What follows belongs to an exercise in optimizing a design on an open flow for small area, a short achievable clock period and few clock cycles per item; a production flow would make more cautious choices.
Only simulation tests tie the RTL to the original design; equivalence was not proved.

File: flow/config.mk
export PLATFORM = sky130hd
export DESIGN_NAME = ntt_core
export DESIGN_NICKNAME = ntt_core
export VERILOG_FILES = /design/flow/design.v
export SDC_FILE = /design/flow/constraint.sdc
export NUM_CORES = 4
export LEC_CHECK = 0
export CAP_MARGIN = 20
export CORE_MARGIN = 2
export CORE_UTILIZATION = 40
export SLEW_MARGIN = 20
File: flow/constraint.sdc
create_clock -name core_clock -period 95.0 [get_ports {clk}]
set_input_delay 19.0000 -clock core_clock [delete_from_list [all_inputs] [get_ports {clk}]]
set_output_delay 19.0000 -clock core_clock [all_outputs]
set_load 0.01 [all_outputs]
File: flow/design.v
`default_nettype none
package ntt_pkg;
    typedef logic [16-1:0] coef_t;     
    typedef logic [4-1:0]  addr_t;     
    typedef logic [4-2:0]  tw_addr_t;  
    typedef enum logic [1:0] {
        st_idle,
        st_transform,
        st_drain
    } ntt_state_e;
endpackage
`default_nettype wire
`timescale 1ns/1ps
`default_nettype none
module ntt_core (
    input  logic  clk,
    input  logic  reset,
    input  logic  load_w,
    input  logic  load_data,
    input  logic  start,
    input  ntt_pkg::coef_t din,
    output logic  done,
    output logic  dout_valid,
    output ntt_pkg::coef_t dout
);
    logic        lw_act;             
    logic [3:0]  lw_cnt;             
    logic        cv_act;             
    logic [3:0]  cv_cnt;
    logic        tw_ready;           
    logic [5:0]  ph;                 
    logic        started;            
    logic        spec_ok;            
    logic        rc_act;             
    logic [3:0]  rc;
    logic        rc_ok;              
    logic [15:0] q_r;
    logic [15:0] tw [1:7];
    logic signed [16:0] sl [0:7];    
    logic signed [17:0] sm [8:11];   
    logic        [17:0] sh [12:15];  
    logic        [16:0] bl [0:3];    
    logic signed [16:0] bh [4:7];    
    logic [31:0] mm_t;               
    logic        mm_v;
    logic [1:0]  mm_kind;
    logic [2:0]  mm_idx;
    logic [15:0] p_r;                
    localparam logic [1:0] K_NONE = 2'd0, K_BP = 2'd1, K_H = 2'd2, K_TW = 2'd3;
    logic loading;
    logic idle;
    logic acc_w, acc_d, acc_s;
    assign loading = (ph >= 6'd1) && (ph <= 6'd16);
    assign idle    = !lw_act && !loading && !started;
    assign acc_w   = idle && load_w;
    assign acc_d   = idle && !load_w && load_data;
    assign acc_s   = idle && !load_w && !load_data && start && ((ph == 6'd17) || (ph == 6'd18));
    logic proceed;      
    logic tx;           
    assign proceed = (ph == 6'd18) && started && spec_ok && !rc_act;
    assign tx      = ((ph >= 6'd19) && (ph <= 6'd38)) || proceed;
    logic side;         
    always_comb begin
        if (ph <= 6'd19) side = 1'b0;
        else if (ph <= 6'd21) side = 1'b1;
        else side = ph[0];
    end
    logic signed [19:0] v [0:7];
    always_comb begin
        v[0] = side ? signed'({3'b000, bl[0]}) : signed'({2'b00, sh[15]});
        v[1] = side ? signed'({3'b000, bl[1]}) : signed'({2'b00, sh[14]});
        v[2] = side ? signed'({3'b000, bl[2]}) : signed'({2'b00, sh[13]});
        v[3] = side ? signed'({3'b000, bl[3]}) : signed'({2'b00, sh[12]});
        v[4] = side ? 20'(bh[4]) : 20'(sm[11]);
        v[5] = side ? 20'(bh[5]) : 20'(sm[10]);
        v[6] = side ? 20'(bh[6]) : 20'(sm[9]);
        v[7] = side ? 20'(bh[7]) : 20'(sm[8]);
    end
    logic [15:0] qq;
    assign qq = q_r;
    function automatic logic [15:0] red3(input logic signed [19:0] x, input logic [15:0] qv);
        logic [19:0] u;
        u = 20'(x) + {qv, 2'b00};
        if (u >= {2'b00, qv, 2'b00}) u = u - {2'b00, qv, 2'b00};
        if (u >= {3'b000, qv, 1'b0}) u = u - {3'b000, qv, 1'b0};
        if (u >= {4'b0000, qv})      u = u - {4'b0000, qv};
        red3 = u[15:0];
    endfunction
    function automatic logic [15:0] red5(input logic [21:0] x, input logic [15:0] qv);
        logic [21:0] u;
        u = x;
        if (u >= {2'b00, qv, 4'b0000}) u = u - {2'b00, qv, 4'b0000};
        if (u >= {3'b000, qv, 3'b000}) u = u - {3'b000, qv, 3'b000};
        if (u >= {4'b0000, qv, 2'b00}) u = u - {4'b0000, qv, 2'b00};
        if (u >= {5'b00000, qv, 1'b0}) u = u - {5'b00000, qv, 1'b0};
        if (u >= {6'b000000, qv})      u = u - {6'b000000, qv};
        red5 = u[15:0];
    endfunction
    logic signed [17:0] st1_a;       
    logic signed [17:0] st1_d;       
    logic        [18:0] st2_s0;
    logic signed [18:0] st2_s1;
    assign st1_a  = 18'(sm[8]) + 18'(sl[0]);
    assign st1_d  = 18'(sm[8]) - 18'(sl[0]);
    assign st2_s0 = 19'(sh[12]) + 19'(st1_a);
    assign st2_s1 = signed'({1'b0, sh[12]}) - 19'(st1_a);
    logic        iss;
    logic [1:0]  iss_kind;
    logic [2:0]  iss_idx;       
    logic [2:0]  tw_sel;        
    logic        use_c;         
    logic signed [19:0] op_u, op_v;
    logic        op_sub;
    logic signed [19:0] op_x;
    logic [15:0] op_red;
    logic [15:0] op_a;
    logic [2:0] km;             
    assign km = 3'(ph - 6'd20);
    always_comb begin
        iss = 1'b0; iss_kind = K_NONE; iss_idx = 3'd0; tw_sel = 3'd1; use_c = 1'b0;
        op_u = 20'(sm[8]); op_v = 20'(sl[0]); op_sub = 1'b1;
        if (cv_act && (cv_cnt >= 4'd8) && (cv_cnt <= 4'd14)) begin
            iss = 1'b1; iss_kind = K_TW; iss_idx = 3'(cv_cnt - 4'd7); tw_sel = 3'(cv_cnt - 4'd7);
            use_c = 1'b1;
        end else if (rc_act) begin
            op_u = 20'(sl[7]); op_v = '0; op_sub = 1'b0;
            if (rc != 4'd0 && rc <= 4'd7 && tw_ready) begin
                iss = 1'b1; iss_kind = K_BP; iss_idx = rc[2:0]; tw_sel = rc[2:0];
            end
        end else if (ph >= 6'd10 && ph <= 6'd17) begin
            if (ph != 6'd10 && tw_ready) begin
                iss = 1'b1; iss_kind = K_BP; iss_idx = 3'(ph - 6'd10); tw_sel = 3'(ph - 6'd10);
            end
        end else if (tx && ph <= 6'd21) begin
            op_u = (ph[0]) ? v[6] : v[7]; op_v = '0; op_sub = 1'b0;
            iss = 1'b1; iss_kind = K_H; iss_idx = 3'(ph - 6'd18); tw_sel = 3'd4;
        end else if (tx && ((ph >= 6'd22 && ph <= 6'd27) || (ph >= 6'd30 && ph <= 6'd35))) begin
            case (km[2:1])
                2'd1:    begin op_u = v[5]; op_v = v[7]; op_sub = 1'b0; tw_sel = 3'd2; end
                2'd2:    begin op_u = v[1]; op_v = v[3]; op_sub = 1'b1; tw_sel = 3'd4; end
                default: begin op_u = v[5]; op_v = v[7]; op_sub = 1'b1; tw_sel = 3'd6; end
            endcase
            iss = 1'b1; iss_kind = K_NONE;
        end
    end
    assign op_x   = op_sub ? (op_u - op_v) : (op_u + op_v);
    assign op_red = red3(op_x, qq);
    logic [15:0] c_r;           
    assign c_r  = dout;
    assign op_a = use_c ? c_r : op_red;
    logic [15:0] mm_r;
    logic [32:0] mt;
    logic [3:0]  mq;
    always_comb begin : mont
        mt = {1'b0, mm_t};
        for (int i = 0; i < 4; i++) begin
            mq = 4'(-mt[3:0]);
            mt = (mt + 33'(mq) * 33'(qq)) >> 4;
        end
        mm_r = (mt[16:0] >= {1'b0, qq}) ? 16'(mt[16:0] - {1'b0, qq}) : mt[15:0];
    end
    logic [2:0]  ok;            
    logic        oneg;
    logic signed [20:0] o_e, o_f, o_x;
    assign ok   = 3'(ph - 6'd22);
    assign oneg = ph >= 6'd30;
    always_comb begin
        case (ok[2:1])
            2'd0:    o_e = 21'(v[0]) + 21'(v[2]);
            2'd1:    o_e = 21'(v[4]) + 21'(v[6]);
            2'd2:    o_e = 21'(v[0]) - 21'(v[2]);
            default: o_e = 21'(v[4]) - 21'(v[6]);
        endcase
        o_f = (ok[2:1] == 2'd0) ? (21'(v[1]) + 21'(v[3])) : signed'({5'b0, p_r});
        o_x = oneg ? (o_e - o_f) : (o_e + o_f);
    end
    logic [21:0] red_in;
    logic [15:0] red_out;
    assign red_in  = cv_act ? {2'b00, c_r, 4'b0000}
                            : 22'(signed'(22'(o_x)) + signed'({4'b0, qq, 2'b00}) + signed'({3'b0, qq, 3'b000}));
    assign red_out = red5(red_in, qq);
    always_ff @(posedge clk or posedge reset) begin
        if (reset) begin
            lw_act <= 1'b0; lw_cnt <= '0;
            cv_act <= 1'b0; cv_cnt <= '0; tw_ready <= 1'b0;
            ph <= '0; started <= 1'b0; spec_ok <= 1'b0;
            rc_act <= 1'b0; rc <= '0; rc_ok <= 1'b0;
            mm_v <= 1'b0; mm_kind <= K_NONE; mm_idx <= '0;
            done <= 1'b0; dout_valid <= 1'b0;
        end else begin
            done       <= tx && (ph == 6'd21);
            dout_valid <= tx && (ph >= 6'd22) && (ph <= 6'd37);
            if (acc_w) begin
                lw_act <= 1'b1; lw_cnt <= 4'd1;
                cv_act <= 1'b0; tw_ready <= 1'b0;
            end else if (lw_act) begin
                lw_cnt <= lw_cnt + 4'd1;
                if (lw_cnt == 4'd9) begin
                    lw_act <= 1'b0;
                    cv_act <= 1'b1; cv_cnt <= '0;
                end
            end else if (cv_act) begin
                cv_cnt <= cv_cnt + 4'd1;
                if (cv_cnt == 4'd15) begin
                    cv_act <= 1'b0; tw_ready <= 1'b1;
                end
            end
            mm_v    <= iss && !acc_w && !acc_d;
            mm_kind <= iss_kind;
            mm_idx  <= iss_idx;
            if (acc_d) begin
                ph <= 6'd1; spec_ok <= 1'b1; rc_act <= 1'b0;
            end else begin
                if (ph != 6'd0 && ph < 6'd18) ph <= ph + 6'd1;
                else if (ph == 6'd18) begin
                    if (proceed) ph <= 6'd19;
                end else if (ph != 6'd0) begin
                    if (ph == 6'd38) ph <= 6'd0;
                    else ph <= ph + 6'd1;
                end
                if (acc_w) spec_ok <= 1'b0;
                else if (ph >= 6'd10 && ph <= 6'd17 && !tw_ready) spec_ok <= 1'b0;
                else if (rc_act && rc == 4'd8) spec_ok <= rc_ok && tw_ready;
                if (acc_w) rc_ok <= 1'b0;
                if (rc_act) begin
                    rc <= rc + 4'd1;
                    if (rc == 4'd8) rc_act <= 1'b0;
                end else if (ph == 6'd18 && !spec_ok && tw_ready) begin
                    rc_act <= 1'b1; rc <= '0; rc_ok <= 1'b1;
                end
            end
            if (acc_s) started <= 1'b1;
            else if (tx && ph == 6'd38) started <= 1'b0;
        end
    end
    always_ff @(posedge clk) begin
        if (lw_act && lw_cnt >= 4'd2 && lw_cnt <= 4'd8) tw[3'(lw_cnt - 4'd1)] <= din;
        if (lw_act && lw_cnt == 4'd9) q_r <= din;
        mm_t <= op_a * tw[tw_sel];
        p_r  <= mm_r;
        if (lw_act && lw_cnt == 4'd9) dout <= 16'd1;
        else if ((cv_act && cv_cnt <= 4'd7) || (tx && ph >= 6'd22 && ph <= 6'd37)) dout <= red_out;
        if (mm_v) begin
            case (mm_kind)
                K_TW: tw[mm_idx] <= mm_r;
                K_BP: begin
                    if (mm_idx <= 3'd3) bl[mm_idx[1:0]] <= {1'b0, mm_r};
                    else begin
                        bl[mm_idx[1:0]] <= bl[mm_idx[1:0]] + {1'b0, mm_r};
                        bh[mm_idx]      <= signed'(bl[mm_idx[1:0]]) - signed'({1'b0, mm_r});
                    end
                end
                default: ;
            endcase
        end
        if (loading) begin
            sl[0] <= signed'({1'b0, din});
            for (int k = 1; k < 8; k++) sl[k] <= sl[k - 1];
            sm[8] <= 18'(sl[7]);
            for (int k = 9; k < 12; k++) sm[k] <= sm[k - 1];
            sh[12] <= 18'(sm[11]);
            for (int k = 13; k < 16; k++) sh[k] <= sh[k - 1];
            if (ph >= 6'd10) begin
                sl[1] <= 17'(st1_d);
                sm[9] <= st1_a;
            end
            if (ph >= 6'd14) begin
                sh[13] <= 18'(st2_s0);
                sm[9]  <= 18'(st2_s1);
            end
        end else if (ph == 6'd17) begin
            sl[0]  <= 17'(st1_d);
            sm[8]  <= 18'(st2_s1);
            sh[12] <= 18'(st2_s0);
        end else if (rc_act && rc <= 4'd7) begin
            sl[0] <= sl[7];
            for (int k = 1; k < 8; k++) sl[k] <= sl[k - 1];
        end
        if ((ph == 6'd10) || (rc_act && rc == 4'd0)) bl[0] <= {1'b0, op_red};
        if (mm_v && mm_kind == K_H) begin
            case (mm_idx[1:0])
                2'd0: sm[8]  <= 18'(mm_r);
                2'd1: sm[9]  <= 18'(mm_r);
                2'd2: bh[7]  <= 17'(mm_r);
                default: bh[6] <= 17'(mm_r);
            endcase
        end
    end
endmodule
`default_nettype wire
File: flow/run.sh
#!/bin/bash
# synth_recipe.tcl (not shown) runs the flow's synth.tcl, then flattens the netlist and writes it again
# the make line also repeats each setting of config.mk as NAME=value (left out here)
make -C /OpenROAD-flow-scripts/flow DESIGN_CONFIG=/design/flow/config.mk WORK_HOME=/design/flow/orfs CLKGATE_MAP_FILE= SYNTH_SCRIPT=/design/flow/synth_recipe.tcl finish
==> impl_metrics.toml <==
[floorplan]
die-width_um = 415
std_cell_rows = 150
die_area_sq_um = 172000
core_sq_um = 168000
die_y_um = 415
io_pins = 39
start_util = 0.403

[worst_hold_path]
min_to = "sl[2][8]"
hold_class = "register to register"
hold_path.startpoint = "sl[1][8]"
holdPathStages = 0

[sta]
slew_headroom = 0.204
final.setup_skew_ns = 0.0454
fin_crit_ns = 27.64
fmax_ghz = 0.0362
finalHoldViolCount = 0
finalSetupViolCount = 0
tightest_slew_ns = 1.18
finalMaxSlewViolations = 0
grt_setup_unrepaired = "false"
fin_crit_sh = 0.291
fin_setup_tns_ns = 0

[worst_setup_path]
rr_endpoint = "dout[9]"
r2r_start = "ph[0]"
worstRegToRegCells = 115
path_max_fanout = 43
r2r_setup_slack_ns = 67.36
cp-start-kind = "register"
critPathArrivalTime_ns = 28.20
cp_slowest_cell = "nor4bb_1"
cpMostUsedCell = "o21ai_0"
end_kind = "register"
crit_type = "register to register"
slowest_delay_ns = 0.85
required_ns = 95.56

[grt]
antenna_found_initial = 11
grt_pass1_vias = 57100
grt_max_degree = 110
grt_pass1_wl_um = 368000
overflow = 0
track_usage = 0.282

[route]
routed_wirelength_um = 248000
firstDrtPassIters = 6
drt_iter0_drc = 6477
avgRoutedWirePerCell_um = 24.7
routed-via-count = 58900
drc = 0
vias_per_cell = 5.89
ant_nets = 0

[cts]
cts.sinks = 641
cts_made_buffers = 77
htree_levels = 3
cts_resized = 0
cts_root_buffer = "clkbuf_16"
cts.clk_slew.worst_paths_ns = 0.06
cts_buffer_depth = 3
post-cts-setup-buffers = 0
cts_hold_buf = 0
cts_tree = "yes"
insertion_delay_ns = 0.70

[yosys]
synth_area_leaders = "edfxtp_1 (22%), fa_1 (12%), ha_1 (12%), nand2_1 (5.3%), o21ai_0 (4.6%)"
synth.most_common_cell = "nand2_1"
synth_flop_cell = "edfxtp_1"
ys_seq_area_frac = 0.267
yosys_warnings = 5
avgSynthCellArea_sq_um = 8.69
netlist.area_leader.share = 0.224
synth_area_sq_um = 67600
yosysTopAreaCell = "edfxtp_1"
synthCells = 7783
synth_edf_count = 504
synth_fp_nets = 8841
async_reset_ff_frac = 0.0515
synth_cell_type_count = 113
ys_ff_latch = 641
synth_common_cells = "nand2_1 (960), inv_1 (819), ha_1 (629), o21ai_0 (627), nor2_1 (597)"

[place]
portBuffers = 38
gp_congestion = 0.981
place_inst = 9867
place_hpwl_um = 187000

[run_status]
status = "timing/DRC/antenna clean"

[layout]
fin_cells = 10000
drive_gt1_frac = 0.0652
fin_nets = 8800
area_delta_synth_final_pct = 9.10

[flow_run]
max_cap_viol_count = 0
[final cells by class]
| class | count | area, sq um |
|---|---|---|
| fillers | 16300 | 93800 |
| multi-input cells | 5975 | 45400 |
| flip-flops and latches | 641 | 18000 |
| inverters | 821 | 3090 |
| well taps | 2204 | 2760 |
| clock buffers | 91 | 2020 |
| repair buffers | 226 | 1790 |
| clock inverters | 49 | 697 |
| diodes | 2 | 5.00 |
[cell families after synthesis]
family / synth area share
compound gates: 0.187
xor+xnor: 0.0565
fa+ha+maj: 0.238
mux: 0.0353
simple gates: 0.152
flops: 0.267
buf+inv: 0.0656
[worst max-delay path by stage]
stage / start / to / depth (start not counted) / slack, ns
2_1_floorplan: ph[0] / dout[11] / 119 / 71.26
3_3_place_gp: ph[0] / dout[11] / 118 / 68.19
3_5_place_dp: ph[0] / dout[14] / 118 / 67.76
4_1_cts: ph[0] / dout[9] / 118 / 67.62
5_1_grt: ph[0] / dout[9] / 118 / 64.66
6_report: ph[0] / dout[9] / 115 / 67.36
[layer usage]
metal / GRT usage / up-vias / part of all wire
li1: - / 27000 / -
met1: 0.381 / 28600 / 0.42
met2: 0.428 / 2836 / 0.43
met3: 0.0493 / 588 / 0.088
met4: 0.157 / 14 / 0.065
met5: 0 / - / 0.00040
[registers in the layout (all words and copies together), names as in the netlist, 2 cells and up]
signal and cells:
sh 72, lw_cnt 4, mm_t 32, dout 16
tw 112, p_r 16, sm 72, cv_cnt 4
mm_idx 3, ph 6, rc 4, mm_kind 2
bh 68, bl 68, sl 136, q_r 16
[critical path, delay by kind of cell (launching register included)]
kind | cells | cell delay [ns]
adders and majority gates | 12 | 3.98
and+or+nand+nor | 24 | 5.35
DFF | 1 | 0.32
buffers and inverters | 6 | 1.77
AOI/OAI and AO/OA | 66 | 13.88
muxes | 6 | 1.97
xor gates and xnor gates | 1 | 0.19
[cell usage in the layout (no fill, tap or decap), types with 78 or more instances in the layout]
master | Yosys | routed
a21o_1 | 105 | 105
nand3_1 | 116 | 116
clkbuf_16 | 0 | 78
inv_1 | 819 | 818
mux2i_1 | 124 | 111
xnor2_1 | 310 | 310
o21ai_0 | 627 | 621
buf_4 | 4 | 188
dfxtp_1 | 104 | 104
ha_1 | 629 | 628
fa_1 | 408 | 408
nor2_1 | 597 | 595
a21oi_1 | 465 | 458
and2_1 | 97 | 95
nor3_1 | 106 | 105
nand2_1 | 960 | 955
edfxtp_1 | 504 | 504
xor2_1 | 120 | 120
a211oi_1 | 133 | 133
o21bai_1 | 105 | 105
o211ai_1 | 98 | 98
[stage by stage]
stage	hold slack, ns	cell area, sq um	utilization	setup slack [ns]
6_report	0.414	73800	0.440	67.36
4_1_cts	0.417	73700	0.440	67.62
3_5_place_dp	0.405	71000	0.424	67.76
3_3_place_gp	0.401	71000	0.424	68.19
5_1_grt	0.423	73700	0.440	64.66
2_1_floorplan	0.400	67600	-	71.26
Testbench counts, summed over its fixed seeds: cycles 5,144, items 128.

## separate check: timing with driven ports
Ports are ideal in the flow. The routed layout listed here was re-timed in OpenROAD. Step 1 sets driving cells, clkbuf_16 on the clock port and buf_2 on the other inputs (assumed; they add their load-dependent delay and slew). Step 2 adds t to the input delays and takes it off the output delays; t is the mean of the earliest and latest rising clock arrival at the registers after step 1. Input paths then give back, and output paths get back, about the clock's delay inside the block. Three values: ideal ports, drivers, drivers and shift; two values: the first two.
t, ns: 0.758
slack for setup (ns): 67.364 / 67.364 / 67.364
hold WS [ns]: 0.414 / 0.414 / 0.414
After both steps setup and hold are still met in this run. For this run, drivers alone change the setup slack by 0.000 ns; drivers and shift together by 0.000 ns.
